This design comes from an exercise in tuning for small area, a short achievable clock period and few clock cycles on the open sky130 flow, not from production work. RTL that was checked went through simulation tests only; none was proved equivalent to the original. Power and IR drop assume default switching activity.

==> 11-04 <==
// alu
module alu (
	input  logic                    clock,
	input  logic                    rst,
	input  logic                    go,
	input  alu_pkg::alu_opcode_t    opcode,
	input  logic [32-1:0]   a,
	input  logic [32-1:0]   b,
	output logic [2*32-1:0] z,
	output logic [32-1:0]   hi,
	output logic [32-1:0]   lo,
	output logic                    busy,
	output logic                    done
);
==> flow/config.mk <==
export PLATFORM = sky130hd
export DESIGN_NAME = alu
export DESIGN_NICKNAME = alu
export VERILOG_FILES = /design/flow/design.v
export SDC_FILE = /design/flow/constraint.sdc
export NUM_CORES = 4
export LEC_CHECK = 0
export CAP_MARGIN = 20
export CORE_MARGIN = 2
export CORE_UTILIZATION = 40
export SLEW_MARGIN = 20
==> flow/constraint.sdc <==
create_clock -name core_clock -period 18.0 [get_ports {clock}]
set_input_delay 3.6000 -clock core_clock [delete_from_list [all_inputs] [get_ports {clock}]]
set_output_delay 3.6000 -clock core_clock [all_outputs]
set_load 0.01 [all_outputs]
run.sh (not shown) runs the stock make flow with config.mk's settings and CLKGATE_MAP_FILE= SYNTH_SCRIPT=/design/flow/synth_recipe.tcl, a recipe that flattens the netlist after the stock synthesis.
==> inputs of 03-17, as changes to 11-04 <==
--- a/flow/design.v
+++ b/flow/design.v
@@ -29,63 +29,89 @@
 );
 	logic [31:0] hreg, lreg, zr;
 	logic        busy_r, done_r, single_r;
 	logic        is_div, fix;
 	logic [3:0]  cnt;
 	logic        qm1, neg_q, neg_r;
+	logic        mfs;     
+	logic [1:0]  fsc;
 	assign busy = busy_r;
 	assign done = done_r;
 	assign hi   = hreg;
 	assign lo   = lreg;
 	assign z    = single_r ? {32'b0, zr} : {hreg, lreg};
 	wire accept = go & ~busy_r;
-	wire op_add  = (opcode == 5'd3);
-	wire op_sub  = (opcode == 5'd4);
-	wire op_and  = (opcode == 5'd5);
-	wire op_or   = (opcode == 5'd6);
-	wire op_ror  = (opcode == 5'd7);
-	wire op_rol  = (opcode == 5'd8);
-	wire op_shr  = (opcode == 5'd9);
-	wire op_shra = (opcode == 5'd10);
-	wire op_shl  = (opcode == 5'd11);
-	wire op_div  = (opcode == 5'd15);
-	wire op_mul  = (opcode == 5'd16);
-	wire op_neg  = (opcode == 5'd17);
-	wire op_not  = (opcode == 5'd18);
+	wire [4:0] op = opcode;
+	wire op_div   = (op == 5'd15);
+	wire op_mul   = (op == 5'd16);
 	wire op_multi = op_div | op_mul;
-	wire        abs_a = op_div & a[31];
-	wire        zx    = op_neg | abs_a;
-	wire        sub   = op_sub | op_neg | abs_a;
-	wire [31:0] ax    = zx ? 32'b0 : a;
-	wire [31:0] ay    = (op_add | op_sub) ? b : (op_neg | abs_a) ? a : 32'b0;
-	wire [32:0] asum  = {ax, 1'b1} + {ay ^ {32{sub}}, sub};
+	wire op_valid = (op == 5'd3) | (op == 5'd4) | (op == 5'd5) |
+	                (op == 5'd6) | (op == 5'd7) | (op == 5'd8) |
+	                (op == 5'd9) | (op == 5'd10) | (op == 5'd11) |
+	                (op == 5'd17) | (op == 5'd18);
+	wire sel_sh  = op[3] | (op[2] & op[1] & op[0]);
+	wire sel_and = op[2] & ~op[1] & op[0];
+	wire sel_or  = op[2] & op[1] & ~op[0];
+	wire sel_not = op[4] & op[1];
+	wire        sub   = op[2] & ~op[3];
+	wire        useb  = ~op[4] & ~op[3];
+	wire        inv   = (op[4] & op[0]) | (op[3] & a[31]);
+	wire [32:0] asum  = {a ^ {32{inv}}, 1'b1} + {(b & {32{useb}}) ^ {32{sub}}, inv | sub};
 	wire [31:0] add_r = asum[32:1];
-	wire        right = op_shr | op_shra | op_ror;
-	wire        rot   = op_ror | op_rol;
-	wire        fillb = op_shra & a[31];
+	wire        right = ~op[3] | (op[1] ^ op[0]);    
+	wire        rot   = ~op[3] | (~op[1] & ~op[0]);  
+	wire        fillb = op[3] & op[1] & ~op[0] & a[31];  
+	wire [4:0]  s     = b[4:0];
+	wire [4:0]  rs    = right ? s : (~s + 5'd1);
 	logic [31:0] st [0:5];
-	always_comb begin
-		for (int i = 0; i < 32; i++) st[0][i] = right ? a[i] : a[31-i];
-	end
+	assign st[0] = a;
 	for (genvar k = 0; k < 5; k++) begin : g_sh
-		localparam int S = 16 >> k;
-		wire [S-1:0] f = rot ? st[k][S-1:0] : {S{fillb}};
-		assign st[k+1] = b[4-k] ? {f, st[k][31:S]} : st[k];
+		localparam int S = 1 << k;
+		assign st[k+1] = rs[k] ? {st[k][S-1:0], st[k][31:S]} : st[k];
 	end
 	logic [31:0] sh_r;
 	always_comb begin
-		for (int i = 0; i < 32; i++) sh_r[i] = right ? st[5][i] : st[5][31-i];
+		for (int i = 0; i < 32; i++) begin
+			if (rot | (right ? ({1'b0, s} <= 6'(31 - i)) : ({1'b0, s} <= 6'(i))))
+				sh_r[i] = st[5][i];
+			else
+				sh_r[i] = fillb;
+		end
 	end
 	logic [31:0] single;
 	always_comb begin
-		single = 32'b0;
-		if (op_add | op_sub | op_neg) single = add_r;
-		if (op_and) single = a & b;
-		if (op_or)  single = a | b;
-		if (op_not) single = ~a;
-		if (op_ror | op_rol | op_shr | op_shra | op_shl) single = sh_r;
+		if (sel_sh)       single = sh_r;
+		else if (sel_and) single = a & b;
+		else if (sel_or)  single = a | b;
+		else if (sel_not) single = ~a;
+		else              single = add_r;    
+	end
+	wire fa8  = a[31] ? &a[30:7]  : ~|a[30:8];
+	wire fa16 = a[31] ? &a[30:15] : ~|a[30:16];
+	wire fa24 = a[31] ? &a[30:23] : ~|a[30:24];
+	wire gb8  = b[31] ? ~&b[30:8]  : |b[30:8];
+	wire gb16 = b[31] ? ~&b[30:16] : |b[30:16];
+	wire gb24 = b[31] ? ~&b[30:24] : |b[30:24];
+	wire bz   = ~|b;
+	wire [1:0] ja = fa8 ? 2'd3 : fa16 ? 2'd2 : fa24 ? 2'd1 : 2'd0;
+	wire ma8  = a[31] ? &a[30:7]  : ~|a[30:7];
+	wire ma16 = a[31] ? &a[30:15] : ~|a[30:15];
+	wire ma24 = a[31] ? &a[30:23] : ~|a[30:23];
+	wire [1:0] jm = ma8 ? 2'd3 : ma16 ? 2'd2 : ma24 ? 2'd1 : 2'd0;
+	wire [1:0] jd = gb24 ? 2'd3 : gb16 ? 2'd2 : gb8 ? 2'd1 : 2'd0;
+	wire [2:0] jsum = {1'b0, ja} + {1'b0, jd};
+	wire [2:0] j = (~op_div | bz) ? 3'd0 : (jsum > 3'd4) ? 3'd4 : jsum;
+	logic [63:0] dload;
+	always_comb begin
+		case (j)
+			3'd0: dload = {32'b0, add_r};
+			3'd1: dload = {24'b0, add_r, 8'b0};
+			3'd2: dload = {16'b0, add_r, 16'b0};
+			3'd3: dload = {8'b0, add_r, 24'b0};
+			default: dload = {a, 32'b0};    
+		endcase
 	end
 	wire sb = zr[31];
 	wire [33:0] m1 = {{2{zr[31]}}, zr};
 	wire [33:0] m2 = {zr[31], zr, 1'b0};
 	wire [2:0] bd0 = {lreg[1:0], qm1};
 	wire [2:0] bd1 = lreg[3:1];
@@ -142,49 +168,70 @@
 			fix      <= 1'b0;
 			hreg     <= 32'b0;
 			lreg     <= 32'b0;
 		end else begin
 			done_r <= 1'b0;
 			if (!busy_r) begin
+				zr <= op_multi ? b : op_valid ? single : 32'b0;
 				if (go) begin
 					if (op_multi) begin
-						busy_r   <= 1'b1;
+						busy_r   <= ~(op_div & j[2]);
+						done_r   <= op_div & j[2];
 						single_r <= 1'b0;
 						is_div   <= op_div;
 						fix      <= 1'b0;
-						cnt      <= 4'd0;
+						cnt      <= op_div ? {j[1:0], 2'b00} : {1'b1, jm, 1'b0};
+						fsc      <= jm;
+						mfs      <= 1'b0;
 						qm1      <= 1'b0;
-						hreg     <= 32'b0;
-						lreg     <= add_r;
-						zr       <= b;
+						hreg     <= dload[63:32];
+						lreg     <= dload[31:0];
 						neg_q    <= a[31] ^ b[31];
 						neg_r    <= a[31];
 					end else begin
 						single_r <= 1'b1;
 						done_r   <= 1'b1;
-						zr       <= single;
 					end
 				end
 			end else if (fix) begin
 				hreg   <= s1[31:0];
 				lreg   <= s2[31:0];
 				fix    <= 1'b0;
 				busy_r <= 1'b0;
 				done_r <= 1'b1;
 			end else if (is_div) begin
 				hreg <= r2;
 				lreg <= {lreg[29:0], q1, q2};
 				cnt  <= cnt + 4'd1;
-				if (cnt == 4'd15) fix <= 1'b1;
+				if (cnt == 4'd15) begin
+					if (neg_q | neg_r) begin
+						fix <= 1'b1;
+					end else begin
+						busy_r <= 1'b0;
+						done_r <= 1'b1;
+					end
+				end
+			end else if (mfs) begin
+				hreg <= {{8{hreg[31]}}, hreg[31:8]};
+				lreg <= {hreg[7:0], lreg[31:8]};
+				fsc  <= fsc - 2'd1;
+				if (fsc == 2'd1) begin
+					busy_r <= 1'b0;
+					done_r <= 1'b1;
+				end
 			end else begin
 				hreg <= s2[33:2];
 				lreg <= {s2[1:0], s1[1:0], lreg[31:4]};
 				qm1  <= lreg[3];
 				cnt  <= cnt + 4'd1;
-				if (cnt == 4'd7) begin
-					busy_r <= 1'b0;
-					done_r <= 1'b1;
+				if (cnt == 4'd15) begin
+					if (fsc == 2'd0) begin
+						busy_r <= 1'b0;
+						done_r <= 1'b1;
+					end else begin
+						mfs <= 1'b1;
+					end
 				end
 			end
 		end
 	end
 endmodule
==> flow/flow/run.sh (new file) <==
#!/bin/bash
set -euo pipefail
bash standard.sh SETUP_SLACK_MARGIN=10 finish > flow_make.log 2>&1
==> flow/standard.sh (new file) <==
#!/bin/bash
# synth_recipe.tcl (not shown) runs the flow's synth.tcl, then flattens the netlist and writes it again
# the make line also repeats each setting of config.mk as NAME=value (left out here)
make -C /OpenROAD-flow-scripts/flow DESIGN_CONFIG=/design/flow/config.mk WORK_HOME=/design/flow/orfs CLKGATE_MAP_FILE= SYNTH_SCRIPT=/design/flow/synth_recipe.tcl "${@:-finish}"
removed: flow/run.sh
==> notes <==
- Of 11-04 and 03-17, 03-17 has the higher combinational power (gap about 50%, measured against 03-17).
- Between 11-04 and 03-17, the lower synthesized cell count is in 11-04 (gap 14%, measured against 03-17).
- 03-17 completed with no timing, DRC or antenna violations. 11-04 finished clean.
- Clock power is about the same in 11-04 and 03-17.
- Of 03-17 and 11-04, 03-17 has the higher utilization (gap 3.4 points).
- Between 11-04 and 03-17, the lower worst setup slack is in 11-04 (gap 2.2 ns).
- Of 11-04 and 03-17, 03-17 has the higher die area (gap 7.7%, measured against 03-17).
- Of 03-17 and 11-04, 11-04 has the higher sequential share of layout area (gap 1.2 points).
- Register-to-register slack: 11-04 is worse than 03-17 (2.3 ns).
==> figures <==
quantity                                                           11-04        03-17
CP Capture Point                                                hreg[20]     hreg[22]
Top Layer Used                                                      met4         met5
Mean instance size in the synthesized netlist                 7.36 sq um   6.88 sq um
Hold_ws                                                         0.475 ns     0.510 ns
Final GP Congestion                                                 1.03         1.07
Net load switching power                                          550 uW      1.03 mW
Worst min-delay path endpoint                                   single_r     lreg[12]
Die Outline Area                                             53700 sq um  58200 sq um
Outcome                                 no timing/DRC/antenna violations  no timing/DRC/antenna violations
Comb power                                                        619 uW      1.32 mW
Fraction of layout instances using a drive strength above 1       0.0836        0.123
Area share of buffers outside the clock network                    0.103        0.129
Seq_cells                                                            108          111
Headroom to the max-slew limit                                     0.256        0.307
End of the worst register-to-register path                      hreg[20]     lreg[30]
Area share of the largest cell type after synthesis               0.0656       0.0876
Met3 routing resource usage after global routing                  0.0468        0.144
Worst setup path category                                     reg -> reg    in -> reg
Testbench counts of 03-17, summed over its fixed seeds: cycles 4,243.
For 11-04, only the layout was checked, not whether the RTL still works.

==> static timing again, ports no longer ideal <==
The results above use ideal ports. As a check the final layouts listed here were re-extracted and re-timed, cells and wires unchanged. Step 1: set_driving_cell puts a clkbuf_16 on clock and a buf_2 on each other input, an assumption about the parent block. Step 2 also shifts input and output timing later by t, the mid clock arrival at the registers, as if the neighbouring blocks saw the same clock. Slacks: ideal / step 1 / step 2; pairs: ideal / step 1.
run | shift t [ns] | setup WS [ns] | hold slack, ns | worst setup path at the end | slew at the worst register clock pin (ns)
11-04 | 0.453 | 7.841 / 7.841 / 7.721 | 0.475 / 0.475 / 0.475 | input to register | 0.09 / 0.09
03-17 | 0.459 | 10.082 / 10.117 / 9.658 | 0.510 / 0.510 / 0.510 | input to register | 0.10 / 0.10
After both steps setup and hold are still met in every run listed. The setup slack of 03-17, which loses most, moves by +0.035 ns with the drivers and by -0.424 ns with both steps.
